Context: an optimization exercise on an open-source flow, tuned for small area, a short achievable clock period and few clock cycles per item. The choices shown serve that exercise and are no tape-out recipe. In this exercise RTL edits were held to simulation tests only and were not proved equivalent to the original. Power figures rest on the tool's default switching activity, not on a simulated workload.

old:
## pipe_prefix_adder
module pipe_prefix_adder #(
  parameter int WIDTH     = 68,
  parameter int REG_EVERY = 2,
  parameter int TAG_W     = 4,
  parameter int BLK       = 5,
  parameter int EB        = 4
) (
  input  logic             clk,
  input  logic             rst,
  input  logic             in_valid,
  output logic             in_ready,
  input  logic [WIDTH-1:0] a,
  input  logic [WIDTH-1:0] b,
  input  logic             cin,
  input  logic             op,
  input  logic [TAG_W-1:0] tag,
  output logic             out_valid,
  input  logic             out_ready,
  output logic [WIDTH-1:0] sum,
  output logic             cout,
  output logic             ovf,
  output logic             zero,
  output logic [TAG_W-1:0] tag_o
);
clock: 4.5 ns
lec_check: 0
abc_area: 1
cap_margin: 20
core_margin: 2
core_utilization: 40
cts_buf_list: sky130_fd_sc_hd__clkbuf_8
cts_cluster_size: 30
setup_slack_margin: 2.0
slew_margin: 20
standard.sh (not shown) runs the stock make flow with config.mk's settings and CLKGATE_MAP_FILE= SYNTH_SCRIPT=/design/flow/synth_recipe.tcl, a recipe that flattens the netlist after the stock synthesis.
==> flow/flow/run.sh <==
#!/bin/bash
# The standard layout, with these changes:
#  - synthesis skips the full/half-adder extraction (ADDER_MAP_FILE empty),
#    leaving all arithmetic to abc; it is otherwise the standard synthesis;
#  - each port gets a buf_1 as its port buffer;
#  - clock tree synthesis adds no dummy loads.
# Each step's output goes to its own log in this folder.
set -e
export BUFFER_PORTS_ARGS="-buffer_cell sky130_fd_sc_hd__buf_1"
ADDER_MAP_FILE= bash standard.sh synth > synth.log 2>&1
bash standard.sh finish "CTS_ARGS=-sink_clustering_enable -repair_clock_nets -buf_list sky130_fd_sc_hd__clkbuf_8 -dont_use_dummy_load" > standard.log 2>&1
Per the final summary, old finished and its layout is clean on timing, DRC and antenna.
Testbench counts of old, summed over its fixed seeds: cycles 24,008, items 24,000.
[inputs] new vs old
# old
export LEC_CHECK = 0
export ABC_AREA = 1
export CAP_MARGIN = 20
export CORE_MARGIN = 2
export CORE_UTILIZATION = 40
export CTS_BUF_LIST = sky130_fd_sc_hd__clkbuf_8
export CTS_CLUSTER_SIZE = 30
export SETUP_SLACK_MARGIN = 2.0
export SLEW_MARGIN = 20
create_clock -name core_clock -period 4.5 [get_ports {clk}]
# new
export LEC_CHECK = 0
export ABC_AREA = 1
export CAP_MARGIN = 20
export CORE_MARGIN = 2
export CORE_UTILIZATION = 40
export CTS_BUF_LIST = sky130_fd_sc_hd__clkbuf_8
export CTS_CLUSTER_SIZE = 30
export SETUP_SLACK_MARGIN = 1.9
export SLEW_MARGIN = 20
create_clock -name core_clock -period 4.5 [get_ports {clk}]
Notes after the runs:
Result: PASS for each of old and new. Of old and new, the higher via count belongs to old. From old to new the numbers moved as follows: smallest setup slack after layout picked up an extra 4.9 ps, via count of the first global-routing pass -8.0%, minimum period implied by the final worst setup slack decreased 4.8 ps, non-clock buffer total of the final layout now smaller. Compared with old, in new final layout net count fell by 58; share of power burned in the clock network rose by 0.7 points.


The RTL this note starts from:
==> flow/design.v <==
module pipe_prefix_adder #(
  parameter int WIDTH     = 68,
  parameter int REG_EVERY = 2,
  parameter int TAG_W     = 4,
  parameter int BLK       = 5,
  parameter int EB        = 4
) (
  input  logic             clk,
  input  logic             rst,
  input  logic             in_valid,
  output logic             in_ready,
  input  logic [WIDTH-1:0] a,
  input  logic [WIDTH-1:0] b,
  input  logic             cin,
  input  logic             op,
  input  logic [TAG_W-1:0] tag,
  output logic             out_valid,
  input  logic             out_ready,
  output logic [WIDTH-1:0] sum,
  output logic             cout,
  output logic             ovf,
  output logic             zero,
  output logic [TAG_W-1:0] tag_o
);
  localparam int NB  = (WIDTH + BLK - 1) / BLK;    
  localparam int TLO = (NB - 1) * BLK;             
  function automatic integer lg2(input integer v);
    integer r;
    r = 0;
    while ((1 << r) < v) r = r + 1;
    lg2 = r;
  endfunction
  logic [WIDTH-1:0] bx, p, g, s0_d;
  logic             c0;
  assign bx = op ? ~b : b;
  assign c0 = op | cin;
  assign p  = a ^ bx;
  assign g  = a & bx;
  logic [NB-1:0] eg, ep;
  logic          g_top_d;
  assign eg[0] = c0;
  assign ep[0] = 1'b0;
  for (genvar j = 0; j < NB; j++) begin : g_blk
    localparam int LO = j * BLK;
    localparam int HI = (LO + BLK < WIDTH) ? LO + BLK - 1 : WIDTH - 1;
    localparam int N  = HI - LO + 1;
    logic [N:0] lc;    
    logic [N:0] gc;    
    if (j == 0) begin : g_ci
      assign lc[0] = c0;
    end else begin : g_cz
      assign lc[0] = 1'b0;
    end
    assign gc[0] = 1'b0;
    for (genvar i = 0; i < N; i++) begin : g_bit
      assign lc[i+1] = g[LO+i] | (p[LO+i] & lc[i]);
      assign gc[i+1] = g[LO+i] | (p[LO+i] & gc[i]);
    end
    assign s0_d[HI:LO] = p[HI:LO] ^ lc[N-1:0];
    if (j < NB - 1) begin : g_el
      assign eg[j+1] = gc[N];
      assign ep[j+1] = &p[HI:LO];
    end else begin : g_top
      assign g_top_d = gc[N];
    end
  end
  localparam int LV = lg2(NB);
  logic [NB-1:0] pg [LV+1];
  logic [NB-1:0] pp [LV+1];
  assign pg[0] = eg;
  assign pp[0] = ep;
  for (genvar l = 0; l < LV; l++) begin : g_pl
    for (genvar j = 0; j < NB; j++) begin : g_pj
      if (j >= (1 << l)) begin : g_cmb
        assign pg[l+1][j] = pg[l][j] | (pp[l][j] & pg[l][j-(1<<l)]);
        assign pp[l+1][j] = pp[l][j] & pp[l][j-(1<<l)];
      end else begin : g_pass
        assign pg[l+1][j] = pg[l][j];
        assign pp[l+1][j] = pp[l][j];
      end
    end
  end
  logic z_d;
  assign z_d = ~|(p ^ {a[WIDTH-2:0] | bx[WIDTH-2:0], c0});
  logic [WIDTH-1:0] r_d;
  for (genvar j = 0; j < NB; j++) begin : g_early
    localparam int LO = j * BLK;
    localparam int HI = (LO + BLK < WIDTH) ? LO + BLK - 1 : WIDTH - 1;
    if (j == 0 || j >= EB) begin : g_keep
      assign r_d[HI:LO] = s0_d[HI:LO];
    end else begin : g_fin
      for (genvar i = LO; i <= HI; i++) begin : g_bit
        if (i == LO) begin : g_lo
          assign r_d[i] = s0_d[i] ^ pg[LV][j];
        end else begin : g_hi
          assign r_d[i] = s0_d[i] ^ (pg[LV][j] & (&s0_d[i-1:LO]));
        end
      end
    end
  end
  logic             load;
  logic [WIDTH-1:0] s0_q;
  logic [NB-1:EB]   bc_q;
  logic             g_top_q, p_top_q;
  assign load     = ~out_valid | out_ready;
  assign in_ready = load;
  always_ff @(posedge clk or posedge rst) begin
    if (rst) out_valid <= 1'b0;
    else if (load) out_valid <= in_valid;
  end
  always_ff @(posedge clk) begin
    if (load) begin
      s0_q    <= r_d;
      bc_q    <= pg[LV][NB-1:EB];
      g_top_q <= g_top_d;
      p_top_q <= p[WIDTH-1];
      tag_o   <= tag;
      zero    <= z_d;
    end
  end
  logic [NB-1:0] ones;
  for (genvar j = 0; j < NB; j++) begin : g_sum
    localparam int LO = j * BLK;
    localparam int HI = (LO + BLK < WIDTH) ? LO + BLK - 1 : WIDTH - 1;
    assign ones[j] = &s0_q[HI:LO];
    if (j < EB) begin : g_b0
      assign sum[HI:LO] = s0_q[HI:LO];
    end else begin : g_bj
      for (genvar i = LO; i <= HI; i++) begin : g_bit
        if (i == LO) begin : g_lo
          assign sum[i] = s0_q[i] ^ bc_q[j];
        end else begin : g_hi
          assign sum[i] = s0_q[i] ^ (bc_q[j] & (&s0_q[i-1:LO]));
        end
      end
    end
  end
  assign cout = g_top_q | (bc_q[NB-1] & ones[NB-1]);
  assign ovf  = sum[WIDTH-1] ^ p_top_q ^ cout;
endmodule
Settings: LEC_CHECK=0, ABC_AREA=1, CAP_MARGIN=20, CORE_MARGIN=2, CORE_UTILIZATION=40, CTS_BUF_LIST=sky130_fd_sc_hd__clkbuf_8, CTS_CLUSTER_SIZE=30, PLACE_DENSITY=0.8, SETUP_SLACK_MARGIN=1.65, SLEW_MARGIN=20; clock period 4.5 ns.
==> flow/flow/run.sh <==
#!/bin/bash
# The standard layout, with two changes:
#  - synthesis skips the full/half-adder extraction (ADDER_MAP_FILE empty),
#    leaving all arithmetic to abc; it is otherwise the standard synthesis;
#  - each port gets a buf_1 as its port buffer.
set -e
export BUFFER_PORTS_ARGS="-buffer_cell sky130_fd_sc_hd__buf_1"
ADDER_MAP_FILE= bash standard.sh synth > synth.log 2>&1
bash standard.sh > standard.log 2>&1
Testbench counts at the start, summed over its fixed seeds: cycles 24,008, items 24,000.
Next try:
CTS_BUF_LIST = unset   (was sky130_fd_sc_hd__clkbuf_8)
CTS_CLUSTER_SIZE = unset   (was 30)
PLACE_DENSITY = unset   (was 0.8)
SETUP_SLACK_MARGIN = 1.8   (was 1.65)
TNS_END_PERCENT = 10   (was unset)
After rerunning: The new run completed with no timing, DRC or antenna violations. Clock power is higher by 28%. Core utilization rose by 2.4 points. Flip-flop and latch count stays the same. Wire length came out higher by 1.7%. Cell area goes up by about 5%. Setup slack improved by 55 ps. Die area is unchanged. Power grows by about 7%. Register-to-register slack got worse by 40 ps.
Next try:
SETUP_SLACK_MARGIN = 1.65   (was 1.8)
TNS_END_PERCENT = unset   (was 10)
Effect:
- flip-flop and latch count does not change
- global-route usage falls by 0.49 points
- sequential share of layout area rises by 1.0 points
- clock-buffer cell count stays the same
- cell area falls by about 4%
- combinational power falls by about 5%
- power falls by about 2%
- hold slack hardly moves
- via count falls by 1.5%
Next try:
CTS_BUF_LIST = sky130_fd_sc_hd__clkbuf_8   (was unset)
CTS_CLUSTER_SIZE = 30   (was unset)
SETUP_SLACK_MARGIN = 1.8   (was 1.65)
What happened: The new run finished clean; global-route usage stays flat; cell area came out higher slightly; count of clock-buffer cells in the layout came out lower by 2; flip-flop and latch count stays the same; register-to-register slack barely changes; power came out lower by a few percent; area after synthesis does not change; clock skew is about the same.
Next try:
CTS_CLUSTER_SIZE = 50   (was 30)
SETUP_SLACK_MARGIN = 1.65   (was 1.8)
Fmax fell by 2.0%.
Area after synthesis is unchanged.
Design area fell by 1.5%.
Worst hold slack improves by 3.9 ps.
Routed wire length fell by 2.2%.
Next try:
CORE_UTILIZATION = 55   (was 40)
CTS_CLUSTER_SIZE = unset   (was 50)
Sequential power hardly moves.
Fmax drops by 0.93%.
Worst setup slack is worse by 25 ps.
Routed wire length drops by 7.2%.
Die area drops by 27%.
Cell area drops by 1.0%.
Clock power drops by 12%.
Utilization climbs by 17 points.
Total power drops by 2.5%.
Combinational power hardly moves.
Area after synthesis is unchanged.

-- re-timing with driven ports --
No port has a modelled driver above. Below, the same layouts with a new extraction and two added sets of constraints. Step 1 sets driving cells, clkbuf_16 on the clock port and buf_2 on the other inputs (assumed; they add their load-dependent delay and slew). Step 2 times the ports against the registers' clock, not the clock port: input delays grow and output delays shrink by t, the midpoint of the rising clock arrivals with the driver on. a / b / c = ideal ports / drivers / drivers and shift; a / b = the first two.
| run | shift t [ns] | setup WS [ns] | slew at the worst register clock pin (ns) | cell pins on the clock port's net |
|---|---|---|---|---|
| old | 0.409 | 1.888 / 1.832 / 1.423 | 0.09 / 0.09 | 1 |
| new | 0.409 | 1.893 / 1.853 / 1.465 | 0.09 / 0.09 | 1 |
| the first run of note 2 | 0.425 | 1.837 / 1.765 / 1.339 | 0.11 / 0.11 | 1 |
| the second run of note 2 | 0.391 | 1.892 / 1.845 / 1.507 | 0.07 / 0.07 | 1 |
| the third run of note 2 | 0.394 | 1.835 / 1.825 / 1.443 | 0.07 / 0.07 | 1 |
| the fourth run of note 2 | 0.417 | 1.896 / 1.853 / 1.479 | 0.09 / 0.09 | 1 |
| the fifth run of note 2 | 0.414 | 1.841 / 1.799 / 1.476 | 0.09 / 0.09 | 1 |
| the sixth run of note 2 | 0.405 | 1.816 / 1.735 / 1.330 | 0.10 / 0.10 | 1 |
After both steps setup and hold are still met in every run listed. The setup slack of the first run of note 2, which loses most, moves by -0.072 ns with the drivers and by -0.498 ns with both steps.
